From an optimization exercise on the open Yosys and OpenROAD flow, aimed at a short achievable clock period and few clock cycles; shortcuts taken in it are not production practice. Where RTL was checked, it was by simulation tests only, not by an equivalence proof against the original. Power figures rest on the tool's default switching activity, not on a simulated workload.

==> job 4594: inputs <==
==> flow/design.v <==
package core_pkg;
    typedef logic [31:0] word_t;
    typedef logic [4:0]  reg_addr_t;
    localparam word_t NOP_INSTR = 32'h0000_0013;
endpackage
module reg_file (
    input  logic        clk,
    input  logic        we_i,
    input  logic [4:0]  waddr_i,
    input  logic [31:0] wdata_i,
    input  logic [4:0]  raddr1_i,
    input  logic [4:0]  raddr2_i,
    output logic [31:0] rdata1_o,
    output logic [31:0] rdata2_o
);
    logic [31:0] regs [1:31];
    always_ff @(posedge clk) begin
        if (we_i && waddr_i != 5'd0) begin
            regs[waddr_i] <= wdata_i;
        end
    end
    assign rdata1_o = (raddr1_i == 5'd0) ? 32'd0 : regs[raddr1_i];
    assign rdata2_o = (raddr2_i == 5'd0) ? 32'd0 : regs[raddr2_i];
endmodule
module ayatsuki_core (
    input  logic        clk,
    input  logic        rst_i,
    input  logic [31:0] inst_i,
    output logic [31:0] inst_addr_o,
    output logic        dmem_we_o,
    output logic        dmem_re_o,
    output logic [31:0] dmem_addr_o,
    output logic [31:0] dmem_wdata_o,
    input  logic [31:0] dmem_rdata_i
);
    logic [31:0] pc_f;
    logic        i_v;         
    logic [31:0] i_pc;        
    logic        i_pred;      
    logic        btb_v   [0:7];
    logic [26:0] btb_tag [0:7];
    logic [30:0] btb_tgt [0:7];
    logic        e_rwe, e_load, e_store, e_jalr, e_isbr, e_pred, e_mp;
    logic        e_beq, e_bne, e_blt, e_bge;
    logic [4:0]  e_rd;
    logic [31:0] e_pc, e_tgt, e_alt, e_pass, e_imm_b, e_rs1v, e_rs2v;
    logic        e_f1m, e_f1w, e_f1r, e_f1d;    
    logic        e_fbm, e_fbw, e_fbr, e_fbd;    
    logic        e_f2m, e_f2w, e_f2r, e_f2d, e_f2i;  
    logic        e_add, e_sub, e_sll, e_slt, e_sltu, e_xor, e_srl, e_sra, e_or, e_and, e_pas;
    logic        m_we, m_re, m_rwe;
    logic [4:0]  m_rd;
    logic [31:0] m_addr, m_wdata, m_res;
    logic        w_rwe, w_load;
    logic [4:0]  w_rd;
    logic [31:0] w_res;
    logic        r_rwe;
    logic [4:0]  r_rd;
    logic [31:0] r_data;
    logic [31:0] wb_data;
    logic        ex_redirect;
    logic [31:0] ex_target;
    logic        d_refetch;
    logic [2:0]  fidx;
    logic        btb_hit;
    logic [31:0] btb_target;
    assign fidx       = pc_f[4:2];
    assign btb_hit    = btb_v[fidx] && (btb_tag[fidx] == pc_f[31:5]);
    assign btb_target = {btb_tgt[fidx], 1'b0};
    always_ff @(posedge clk) begin
        i_pc   <= pc_f;
        i_pred <= btb_hit;
        if (rst_i) begin
            pc_f <= 32'd0;
            i_v  <= 1'b0;
        end else if (ex_redirect) begin
            pc_f <= ex_target;
            i_v  <= 1'b0;
        end else if (d_refetch) begin
            pc_f <= i_pc;
            i_v  <= 1'b0;
        end else begin
            pc_f <= btb_hit ? btb_target : pc_f + 32'd4;
            i_v  <= 1'b1;
        end
    end
    assign inst_addr_o = pc_f;
    logic [6:0]  opc;
    logic [2:0]  f3;
    logic [4:0]  rd, rs1, rs2;
    logic        is_op, is_opimm, is_lui, is_auipc, is_load, is_store, is_br, is_jal, is_jalr;
    logic        use1, use2, rwe, alt;
    logic [31:0] imm_i, imm_s, imm_b, imm_u, imm_j;
    logic [31:0] rf1, rf2;
    logic [31:0] d_tgt, d_pc4, d_auipc;
    assign opc = inst_i[6:0];
    assign f3  = inst_i[14:12];
    assign rd  = inst_i[11:7];
    assign rs1 = inst_i[19:15];
    assign rs2 = inst_i[24:20];
    assign is_op    = (opc == 7'b0110011);
    assign is_opimm = (opc == 7'b0010011);
    assign is_lui   = (opc == 7'b0110111);
    assign is_auipc = (opc == 7'b0010111);
    assign is_load  = (opc == 7'b0000011) && (f3 == 3'b010);
    assign is_store = (opc == 7'b0100011) && (f3 == 3'b010);
    assign is_br    = (opc == 7'b1100011) && (f3[1] == 1'b0);
    assign is_jal   = (opc == 7'b1101111);
    assign is_jalr  = (opc == 7'b1100111);
    assign use1 = (is_op || is_opimm || is_load || is_store || is_br || is_jalr) && (rs1 != 5'd0);
    assign use2 = (is_op || is_store || is_br) && (rs2 != 5'd0);
    assign rwe  = (is_op || is_opimm || is_lui || is_auipc || is_load || is_jal || is_jalr)
                  && (rd != 5'd0);
    assign alt  = inst_i[30] && (is_op || f3 == 3'b101);
    assign imm_i = {{20{inst_i[31]}}, inst_i[31:20]};
    assign imm_s = {{20{inst_i[31]}}, inst_i[31:25], inst_i[11:7]};
    assign imm_b = {{19{inst_i[31]}}, inst_i[31], inst_i[7], inst_i[30:25], inst_i[11:8], 1'b0};
    assign imm_u = {inst_i[31:12], 12'd0};
    assign imm_j = {{11{inst_i[31]}}, inst_i[31], inst_i[19:12], inst_i[20], inst_i[30:21], 1'b0};
    assign d_tgt   = i_pc + (is_jal ? imm_j : imm_b);
    assign d_pc4   = i_pc + 32'd4;
    assign d_auipc = i_pc + imm_u;
    reg_file u_regs (
        .clk      (clk),
        .we_i     (w_rwe),
        .waddr_i  (w_rd),
        .wdata_i  (wb_data),
        .raddr1_i (rs1),
        .raddr2_i (rs2),
        .rdata1_o (rf1),
        .rdata2_o (rf2)
    );
    logic h1e, h1m, h1w, h2e, h2m, h2w;
    assign h1e = e_rwe && (e_rd == rs1);
    assign h1m = m_rwe && (m_rd == rs1);
    assign h1w = w_rwe && (w_rd == rs1);
    assign h2e = e_rwe && (e_rd == rs2);
    assign h2m = m_rwe && (m_rd == rs2);
    assign h2w = w_rwe && (w_rd == rs2);
    logic haz1, haz2;
    assign haz1 = use1 && ((h1e && e_load) || (!h1e && h1m && m_re));
    assign haz2 = use2 && ((h2e && e_load) || (!h2e && h2m && m_re && !is_store));
    assign d_refetch = i_v && (haz1 || haz2);
    logic d_go;
    assign d_go = i_v && !d_refetch && !ex_redirect && !rst_i;
    always_ff @(posedge clk) begin
        e_rwe   <= d_go && rwe;
        e_load  <= d_go && is_load;
        e_store <= d_go && is_store;
        e_jalr  <= d_go && is_jalr;
        e_isbr  <= d_go && is_br;
        e_pred  <= i_pred;
        e_mp    <= d_go && ((is_jal && !i_pred) || is_jalr || (!is_br && !is_jal && i_pred));
    end
    always_ff @(posedge clk) begin
        e_rd   <= rd;
        e_beq  <= (f3 == 3'b000);
        e_bne  <= (f3 == 3'b001);
        e_blt  <= (f3 == 3'b100);
        e_bge  <= (f3 == 3'b101);
        e_pc   <= i_pc;
        e_tgt  <= d_tgt;
        e_alt  <= i_pred ? d_pc4 : d_tgt;
        e_pass <= is_lui ? imm_u : (is_auipc ? d_auipc : d_pc4);
        e_imm_b <= is_op ? 32'd0 : (is_store ? imm_s : imm_i);
        e_rs1v <= rf1;
        e_rs2v <= rf2;
        e_f1m <= h1e;
        e_f1w <= !h1e && h1m;
        e_f1r <= !h1e && !h1m && h1w;
        e_f1d <= !h1e && !h1m && !h1w;
        e_f2m <= h2e;
        e_f2w <= !h2e && h2m && !m_re;
        e_f2i <= !h2e && h2m && m_re;
        e_f2r <= !h2e && !h2m && h2w;
        e_f2d <= !h2e && !h2m && !h2w;
        if (is_op) begin
            e_fbm <= h2e;
            e_fbw <= !h2e && h2m;
            e_fbr <= !h2e && !h2m && h2w;
            e_fbd <= !h2e && !h2m && !h2w;
        end else begin
            e_fbm <= 1'b0;
            e_fbw <= 1'b0;
            e_fbr <= 1'b0;
            e_fbd <= 1'b0;
        end
        e_add  <= (is_op || is_opimm) && f3 == 3'b000 && !alt;
        e_sub  <= (is_op || is_opimm) && f3 == 3'b000 && alt;
        e_sll  <= (is_op || is_opimm) && f3 == 3'b001;
        e_slt  <= (is_op || is_opimm) && f3 == 3'b010;
        e_sltu <= (is_op || is_opimm) && f3 == 3'b011;
        e_xor  <= (is_op || is_opimm) && f3 == 3'b100;
        e_srl  <= (is_op || is_opimm) && f3 == 3'b101 && !alt;
        e_sra  <= (is_op || is_opimm) && f3 == 3'b101 && alt;
        e_or   <= (is_op || is_opimm) && f3 == 3'b110;
        e_and  <= (is_op || is_opimm) && f3 == 3'b111;
        e_pas  <= is_lui || is_auipc || is_jal || is_jalr;
    end
    logic [31:0] a, b, s2, st_data;
    logic [31:0] sum, diff, res;
    logic        eq, lt, cond;
    assign a  = ({32{e_f1m}} & m_res) | ({32{e_f1w}} & w_res) | ({32{e_f1r}} & r_data)
              | ({32{e_f1d}} & e_rs1v);
    assign b  = ({32{e_fbm}} & m_res) | ({32{e_fbw}} & w_res) | ({32{e_fbr}} & r_data)
              | ({32{e_fbd}} & e_rs2v) | e_imm_b;
    assign s2 = ({32{e_f2m}} & m_res) | ({32{e_f2w}} & w_res) | ({32{e_f2r}} & r_data)
              | ({32{e_f2d}} & e_rs2v);
    assign st_data = s2 | ({32{e_f2i}} & dmem_rdata_i);
    logic [31:0] sra_r;
    assign sra_r = $signed(a) >>> b[4:0];
    assign sum  = a + b;
    assign diff = a - b;
    assign res = ({32{e_add}}  & sum)
               | ({32{e_sub}}  & diff)
               | ({32{e_sll}}  & (a << b[4:0]))
               | ({32{e_slt}}  & {31'd0, $signed(a) < $signed(b)})
               | ({32{e_sltu}} & {31'd0, a < b})
               | ({32{e_xor}}  & (a ^ b))
               | ({32{e_srl}}  & (a >> b[4:0]))
               | ({32{e_sra}}  & sra_r)
               | ({32{e_or}}   & (a | b))
               | ({32{e_and}}  & (a & b))
               | ({32{e_pas}}  & e_pass);
    assign eq   = (a == s2);
    assign lt   = ($signed(a) < $signed(s2));
    assign cond = (e_beq && eq) || (e_bne && !eq) || (e_blt && lt) || (e_bge && !lt);
    assign ex_redirect = e_mp || (e_isbr && (cond != e_pred));
    assign ex_target   = e_jalr ? {sum[31:1], 1'b0} : e_alt;
    always_ff @(posedge clk) begin
        if (rst_i) begin
            for (int k = 0; k < 8; k++) btb_v[k] <= 1'b0;
        end else if ((e_isbr && (cond != e_pred)) || (e_mp && !e_jalr && !e_pred)) begin
            btb_v[e_pc[4:2]] <= e_isbr ? cond : 1'b1;
        end
    end
    always_ff @(posedge clk) begin
        if ((e_isbr && (cond != e_pred)) || (e_mp && !e_jalr && !e_pred)) begin
            btb_tag[e_pc[4:2]] <= e_pc[31:5];
            btb_tgt[e_pc[4:2]] <= e_tgt[31:1];
        end
    end
    always_ff @(posedge clk) begin
        if (rst_i) begin
            m_we  <= 1'b0;
            m_re  <= 1'b0;
            m_rwe <= 1'b0;
        end else begin
            m_we  <= e_store;
            m_re  <= e_load;
            m_rwe <= e_rwe;
        end
        m_rd    <= e_rd;
        m_addr  <= sum;
        m_wdata <= st_data;
        m_res   <= res;
    end
    assign dmem_we_o    = m_we;
    assign dmem_re_o    = m_re;
    assign dmem_addr_o  = m_addr;
    assign dmem_wdata_o = m_wdata;
    always_ff @(posedge clk) begin
        if (rst_i) begin
            w_rwe <= 1'b0;
            r_rwe <= 1'b0;
        end else begin
            w_rwe <= m_rwe;
            r_rwe <= w_rwe;
        end
        w_load <= m_re;
        w_rd   <= m_rd;
        w_res  <= m_res;
        r_rd   <= w_rd;
        r_data <= wb_data;
    end
    assign wb_data = w_load ? dmem_rdata_i : w_res;
endmodule
module ayatsuki_top (
    input  logic        clk,
    input  logic        rst_i,
    input  logic [31:0] inst_i,
    output logic [31:0] inst_addr_o,
    output logic        dmem_we_o,
    output logic        dmem_re_o,
    output logic [31:0] dmem_addr_o,
    output logic [31:0] dmem_wdata_o,
    input  logic [31:0] dmem_rdata_i
);
    ayatsuki_core u_core (
        .clk          (clk),
        .rst_i        (rst_i),
        .inst_i       (inst_i),
        .inst_addr_o  (inst_addr_o),
        .dmem_we_o    (dmem_we_o),
        .dmem_re_o    (dmem_re_o),
        .dmem_addr_o  (dmem_addr_o),
        .dmem_wdata_o (dmem_wdata_o),
        .dmem_rdata_i (dmem_rdata_i)
    );
endmodule
==> flow/flow/run.sh <==
#!/bin/bash
# The standard layout, with timing repair aimed at a shorter period than the clock's
# (the constraints stay the design's): repair works until the setup slack is MARGIN ns.
set -euo pipefail
MARGIN=$(cat flow/margin.txt)
bash standard.sh SETUP_SLACK_MARGIN=$MARGIN finish > make_finish.log 2>&1
==> flow/flow/margin.txt <==
6.6
==> flow/standard.sh <==
#!/bin/bash
# synth_recipe.tcl (not shown) runs the flow's synth.tcl, then flattens the netlist and writes it again
# the make line also repeats each setting of config.mk as NAME=value (left out here)
make -C /OpenROAD-flow-scripts/flow DESIGN_CONFIG=/design/flow/config.mk WORK_HOME=/design/flow/orfs CLKGATE_MAP_FILE= SYNTH_SCRIPT=/design/flow/synth_recipe.tcl "${@:-finish}"
==> flow/config.mk <==
export PLATFORM = sky130hd
export DESIGN_NAME = ayatsuki_top
export DESIGN_NICKNAME = ayatsuki_top
export VERILOG_FILES = /design/flow/design.v
export SDC_FILE = /design/flow/constraint.sdc
export NUM_CORES = 4
export LEC_CHECK = 0
export ABC_CLOCK_PERIOD_IN_PS = 3000
export CAP_MARGIN = 20
export CORE_MARGIN = 2
export CORE_UTILIZATION = 40
export PLACE_DENSITY = 0.6
export SLEW_MARGIN = 20
==> flow/constraint.sdc <==
create_clock -name core_clock -period 10.0 [get_ports {clk}]
set_input_delay 2.0000 -clock core_clock [delete_from_list [all_inputs] [get_ports {clk}]]
set_output_delay 2.0000 -clock core_clock [all_outputs]
set_load 0.01 [all_outputs]
==> inputs of job 6705, as changes to job 4594 <==
==> flow/design.v, changed modules only <==
module ayatsuki_core (
    input  logic        clk,
    input  logic        rst_i,
    input  logic [31:0] inst_i,
    output logic [31:0] inst_addr_o,
    output logic        dmem_we_o,
    output logic        dmem_re_o,
    output logic [31:0] dmem_addr_o,
    output logic [31:0] dmem_wdata_o,
    input  logic [31:0] dmem_rdata_i
);
    logic [31:0] pc_f;
    logic        i_v;         
    logic [31:0] i_pc;        
    logic        i_pred;      
    logic        btb_v   [0:7];
    logic [26:0] btb_tag [0:7];
    logic [30:0] btb_tgt [0:7];
    logic        e_rwe_q, e_load_q, e_store_q, e_jalr_q, e_jal_q, e_isbr_q, e_pred, e_bhit, e_mp_q;
    logic        e_kill;
    logic        e_rwe, e_load, e_store, e_jalr, e_jal, e_isbr, e_mp;
    logic        e_beq, e_bne, e_blt, e_bge;
    logic [4:0]  e_rd;
    logic [31:0] e_pc, e_tgt, e_pc4, e_pass;
    logic [31:0] e_a1, e_b1, e_s21;        
    logic        e_f1m, e_fbm, e_f2m;      
    logic        e_f2i;                    
    logic        e_add, e_sub, e_sll, e_slt, e_sltu, e_xor, e_srl, e_sra, e_or, e_and, e_pas;
    logic        m_we, m_re, m_rwe;
    logic [4:0]  m_rd;
    logic [31:0] m_addr, m_wdata, m_res;
    logic        w_rwe, w_load;
    logic [4:0]  w_rd;
    logic [31:0] w_res;
    logic [31:0] wb_data;
    logic        ex_redirect;
    logic [31:0] ex_target;
    logic        d_refetch;
    logic        d_early;     
    logic        d_jfuse;     
    logic [31:0] d_jtgt;
    logic        btb_hit;
    logic [31:0] btb_target;
    logic [7:0]  bhit;
    always_comb begin
        btb_target = 32'd0;
        for (int k = 0; k < 8; k++) begin
            bhit[k] = btb_v[k] && (pc_f[4:2] == k[2:0]) && (btb_tag[k] == pc_f[31:5]);
            btb_target = btb_target | ({32{bhit[k]}} & {btb_tgt[k], 1'b0});
        end
    end
    assign btb_hit = |bhit;
    always_ff @(posedge clk) begin
        i_pc   <= pc_f;
        i_pred <= btb_hit;
        if (rst_i) begin
            pc_f <= 32'd0;
            i_v  <= 1'b0;
        end else if (ex_redirect) begin
            pc_f <= ex_target;
            i_v  <= 1'b0;
        end else if (d_refetch) begin
            pc_f <= i_pc;
            i_v  <= 1'b0;
        end else if (d_early) begin
            pc_f <= d_jfuse ? d_jtgt : d_tgt;
            i_v  <= 1'b0;
        end else begin
            pc_f <= btb_hit ? btb_target : pc_f + 32'd4;
            i_v  <= 1'b1;
        end
    end
    assign inst_addr_o = pc_f;
    logic [6:0]  opc;
    logic [2:0]  f3;
    logic [4:0]  rd, rs1, rs2;
    logic        is_op, is_opimm, is_lui, is_auipc, is_load, is_store, is_br, is_jal, is_jalr;
    logic        use1, use2, rwe, alt;
    logic [31:0] imm_i, imm_s, imm_b, imm_u, imm_j;
    logic [31:0] rf1, rf2;
    logic [31:0] d_tgt, d_pc4, d_auipc;
    assign opc = inst_i[6:0];
    assign f3  = inst_i[14:12];
    assign rd  = inst_i[11:7];
    assign rs1 = inst_i[19:15];
    assign rs2 = inst_i[24:20];
    assign is_op    = (opc == 7'b0110011);
    assign is_opimm = (opc == 7'b0010011);
    assign is_lui   = (opc == 7'b0110111);
    assign is_auipc = (opc == 7'b0010111);
    assign is_load  = (opc == 7'b0000011) && (f3 == 3'b010);
    assign is_store = (opc == 7'b0100011) && (f3 == 3'b010);
    assign is_br    = (opc == 7'b1100011) && (f3[1] == 1'b0);
    assign is_jal   = (opc == 7'b1101111);
    assign is_jalr  = (opc == 7'b1100111);
    assign use1 = (is_op || is_opimm || is_load || is_store || is_br || is_jalr) && (rs1 != 5'd0);
    assign use2 = (is_op || is_store || is_br) && (rs2 != 5'd0);
    assign rwe  = (is_op || is_opimm || is_lui || is_auipc || is_load || is_jal || is_jalr)
                  && (rd != 5'd0);
    assign alt  = inst_i[30] && (is_op || f3 == 3'b101);
    assign imm_i = {{20{inst_i[31]}}, inst_i[31:20]};
    assign imm_s = {{20{inst_i[31]}}, inst_i[31:25], inst_i[11:7]};
    assign imm_b = {{19{inst_i[31]}}, inst_i[31], inst_i[7], inst_i[30:25], inst_i[11:8], 1'b0};
    assign imm_u = {inst_i[31:12], 12'd0};
    assign imm_j = {{11{inst_i[31]}}, inst_i[31], inst_i[19:12], inst_i[20], inst_i[30:21], 1'b0};
    logic [31:0] d_tgt_j, d_tgt_b;
    assign d_tgt_j = i_pc + imm_j;
    assign d_tgt_b = i_pc + imm_b;
    assign d_tgt   = is_jal ? d_tgt_j : d_tgt_b;
    assign d_pc4   = i_pc + 32'd4;
    assign d_auipc = i_pc + imm_u;
    reg_file u_regs (
        .clk      (clk),
        .we_i     (w_rwe),
        .waddr_i  (w_rd),
        .wdata_i  (wb_data),
        .raddr1_i (rs1),
        .raddr2_i (rs2),
        .rdata1_o (rf1),
        .rdata2_o (rf2)
    );
    logic h1e, h1m, h1w, h2e, h2m, h2w;
    assign h1e = e_rwe && (e_rd == rs1);
    assign h1m = m_rwe && (m_rd == rs1);
    assign h1w = w_rwe && (w_rd == rs1);
    assign h2e = e_rwe && (e_rd == rs2);
    assign h2m = m_rwe && (m_rd == rs2);
    assign h2w = w_rwe && (w_rd == rs2);
    logic haz1, haz2;
    assign haz1 = use1 && ((h1e && e_load) || (!h1e && h1m && m_re));
    assign haz2 = use2 && ((h2e && e_load) || (!h2e && h2m && m_re && !is_store));
    assign d_refetch = i_v && (haz1 || haz2);
    logic d_ptaken;
    assign d_ptaken = is_jal || (is_br && inst_i[31]);
    assign d_jfuse  = is_jalr && h1e && e_pas && !i_pred;
    assign d_jtgt   = (e_pass + imm_i) & 32'hFFFF_FFFE;
    assign d_early  = i_v && !i_pred && (d_ptaken || d_jfuse) && !haz1 && !haz2;
    logic d_go;
    assign d_go = i_v && !d_refetch && !rst_i;
    always_ff @(posedge clk) begin
        e_kill  <= ex_redirect;
        e_rwe_q   <= d_go && rwe;
        e_load_q  <= d_go && is_load;
        e_store_q <= d_go && is_store;
        e_jalr_q  <= d_go && is_jalr;
        e_isbr_q  <= d_go && is_br;
        e_jal_q   <= d_go && is_jal;
        e_bhit  <= i_pred;
        e_pred  <= i_pred || d_ptaken || d_jfuse;
        e_mp_q    <= d_go && ((is_jalr && !d_jfuse) || (!is_br && !is_jal && !is_jalr && i_pred));
    end
    always_ff @(posedge clk) begin
        e_rd   <= rd;
        e_beq  <= (f3 == 3'b000);
        e_bne  <= (f3 == 3'b001);
        e_blt  <= (f3 == 3'b100);
        e_bge  <= (f3 == 3'b101);
        e_pc   <= i_pc;
        e_tgt  <= d_tgt;
        e_pc4  <= d_pc4;
        e_pass <= is_lui ? imm_u : (is_auipc ? d_auipc : d_pc4);
        e_a1  <= h1m ? m_res : (h1w ? wb_data : rf1);
        e_b1  <= !is_op ? (is_store ? imm_s : imm_i) : (h2m ? m_res : (h2w ? wb_data : rf2));
        e_s21 <= h2m ? m_res : (h2w ? wb_data : rf2);
        e_f1m <= h1e;
        e_fbm <= is_op && h2e;
        e_f2m <= h2e;
        e_f2i <= !h2e && h2m && m_re;
        e_add  <= (is_op || is_opimm) && f3 == 3'b000 && !alt;
        e_sub  <= (is_op || is_opimm) && f3 == 3'b000 && alt;
        e_sll  <= (is_op || is_opimm) && f3 == 3'b001;
        e_slt  <= (is_op || is_opimm) && f3 == 3'b010;
        e_sltu <= (is_op || is_opimm) && f3 == 3'b011;
        e_xor  <= (is_op || is_opimm) && f3 == 3'b100;
        e_srl  <= (is_op || is_opimm) && f3 == 3'b101 && !alt;
        e_sra  <= (is_op || is_opimm) && f3 == 3'b101 && alt;
        e_or   <= (is_op || is_opimm) && f3 == 3'b110;
        e_and  <= (is_op || is_opimm) && f3 == 3'b111;
        e_pas  <= is_lui || is_auipc || is_jal || is_jalr;
    end
    assign e_rwe   = e_rwe_q   && !e_kill;
    assign e_load  = e_load_q  && !e_kill;
    assign e_store = e_store_q && !e_kill;
    assign e_jalr  = e_jalr_q  && !e_kill;
    assign e_jal   = e_jal_q   && !e_kill;
    assign e_isbr  = e_isbr_q  && !e_kill;
    assign e_mp    = e_mp_q    && !e_kill;
    logic [31:0] a, b, s2, st_data;
    logic [31:0] sum, diff, res;
    logic        eq, lt, cond;
    assign a  = e_f1m ? m_res : e_a1;
    assign b  = e_fbm ? m_res : e_b1;
    assign s2 = e_f2m ? m_res : e_s21;
    assign st_data = e_f2i ? dmem_rdata_i : s2;
    logic [31:0] sra_r;
    assign sra_r = $signed(a) >>> b[4:0];
    assign sum  = a + b;
    assign diff = a - b;
    assign res = ({32{e_add}}  & sum)
               | ({32{e_sub}}  & diff)
               | ({32{e_sll}}  & (a << b[4:0]))
               | ({32{e_slt}}  & {31'd0, $signed(a) < $signed(b)})
               | ({32{e_sltu}} & {31'd0, a < b})
               | ({32{e_xor}}  & (a ^ b))
               | ({32{e_srl}}  & (a >> b[4:0]))
               | ({32{e_sra}}  & sra_r)
               | ({32{e_or}}   & (a | b))
               | ({32{e_and}}  & (a & b))
               | ({32{e_pas}}  & e_pass);
    assign eq   = (a == s2);
    assign lt   = ($signed(a) < $signed(s2));
    assign cond = (e_beq && eq) || (e_bne && !eq) || (e_blt && lt) || (e_bge && !lt);
    assign ex_redirect = e_mp || (e_isbr && (cond != e_pred));
    assign ex_target   = e_jalr ? {sum[31:1], 1'b0} : (e_pred ? e_pc4 : e_tgt);
    logic        bu_we, bu_v;
    logic [2:0]  bu_idx;
    logic [26:0] bu_tag;
    logic [30:0] bu_tgt;
    always_ff @(posedge clk) begin
        bu_we  <= !rst_i && ((e_isbr && (cond != e_bhit)) || (e_jal && !e_bhit));
        bu_v   <= !e_isbr || cond;
        bu_idx <= e_pc[4:2];
        bu_tag <= e_pc[31:5];
        bu_tgt <= e_tgt[31:1];
    end
    always_ff @(posedge clk) begin
        if (rst_i) begin
            for (int k = 0; k < 8; k++) btb_v[k] <= 1'b0;
        end else if (bu_we) begin
            btb_v[bu_idx] <= bu_v;
        end
    end
    always_ff @(posedge clk) begin
        if (bu_we) begin
            btb_tag[bu_idx] <= bu_tag;
            btb_tgt[bu_idx] <= bu_tgt;
        end
    end
    always_ff @(posedge clk) begin
        if (rst_i) begin
            m_we  <= 1'b0;
            m_re  <= 1'b0;
            m_rwe <= 1'b0;
        end else begin
            m_we  <= e_store;
            m_re  <= e_load;
            m_rwe <= e_rwe;
        end
        m_rd    <= e_rd;
        m_addr  <= sum;
        m_wdata <= st_data;
        m_res   <= res;
    end
    assign dmem_we_o    = m_we;
    assign dmem_re_o    = m_re;
    assign dmem_addr_o  = m_addr;
    assign dmem_wdata_o = m_wdata;
    always_ff @(posedge clk) begin
        if (rst_i) begin
            w_rwe <= 1'b0;
        end else begin
            w_rwe <= m_rwe;
        end
        w_load <= m_re;
        w_rd   <= m_rd;
        w_res  <= m_res;
    end
    assign wb_data = w_load ? dmem_rdata_i : w_res;
endmodule
==> comparison <==
In job 6705 the clock skew is higher than in job 4594, by 0.025 ns. Combinational power: job 4594 is smaller than job 6705 (about 2%). Of job 6705 and job 4594, job 6705 has the higher die area (gap 4.0%, measured against job 4594). Between job 4594 and job 6705, the lower power is in job 4594 (gap about 3%, measured against job 6705). Against job 4594, the synthesized area of job 6705 is higher by about 4%. Of job 6705 and job 4594, job 6705 has the higher critical path depth (gap 3). In job 6705 the final area is larger than in job 4594, by about 4.4%. Against job 4594, the maximum frequency of job 6705 is higher by 3.4%.
==> figures <==
|  | job 6705 | job 4594 |
|---|---|---|
| CP peak stage delay | 0.30 ns | 0.34 ns |
| Placed wire-length estimate after detailed placement | 231000 um | 212000 um |
| Maximum fanout count along the critical path | 4 | 5 |
| Combined area of the multi-input logic cells | 0.0443 mm2 | 0.0408 mm2 |
| Yosys cell types | 105 | 91 |
| Count of clock buffers in the final design | 267 | 292 |
| Result of the run | no timing/DRC/antenna violations | no timing/DRC/antenna violations |
| Share of the synthesized area in the top cell type | 45.8% | 47.6% |
| Proportion of final cell area spent on non-clock buffers | 9.81% | 10.2% |
| Worst Path Required | 10.81 ns | 10.72 ns |
| Cell occurring most often along the worst timing path | sky130_fd_sc_hd__buf_6 | sky130_fd_sc_hd__buf_4 |
| Static leakage | 0.0439 uW | 0.0420 uW |
| Worst Hold End | u_core.bu_idx[1]$_DFF_P_ | u_core.w_res[3]$_DFF_P_ |
| Worst slew pin tran | 1.16 ns | 1.17 ns |
| Slack of the worst reg-to-reg path | 5.68 ns | 5.34 ns |
| Tapcell Cnt | 3167 | 3026 |
| Number of post-CTS setup repair buffers | 356 | 387 |
Testbench counts of job 6705, summed over its fixed seeds: cycles 93,092.
For job 4594, only the layout was checked, not whether the RTL still works.

## port drivers added, routing unchanged
Ports are ideal in the flow. The routed layouts listed here were re-timed in OpenROAD.
Step 1 (the two cells are an assumption about what drives the block):
set clk [get_ports {clk}]
set_driving_cell -lib_cell sky130_fd_sc_hd__clkbuf_16 $clk
set_driving_cell -lib_cell sky130_fd_sc_hd__buf_2 [delete_from_list [all_inputs] $clk]
Step 2 also shifts input and output timing later by t, the mid clock arrival at the registers, as if the neighbouring blocks saw the same clock.
a / b / c = ideal ports / drivers / drivers and shift; a / b = the first two.
run | t (ns) | setup WS [ns] | worst hold slack (ns)
job 4594 | 0.943 | 5.282 / 5.098 / 4.155 | 0.375 / 0.375 / 0.375
job 6705 | 0.939 | 5.436 / 5.388 / 4.449 | 0.310 / 0.310 / 0.310
After both steps every run listed still meets setup and hold. For job 4594, which loses most, drivers alone change the setup slack by -0.184 ns; drivers and shift together by -1.127 ns.
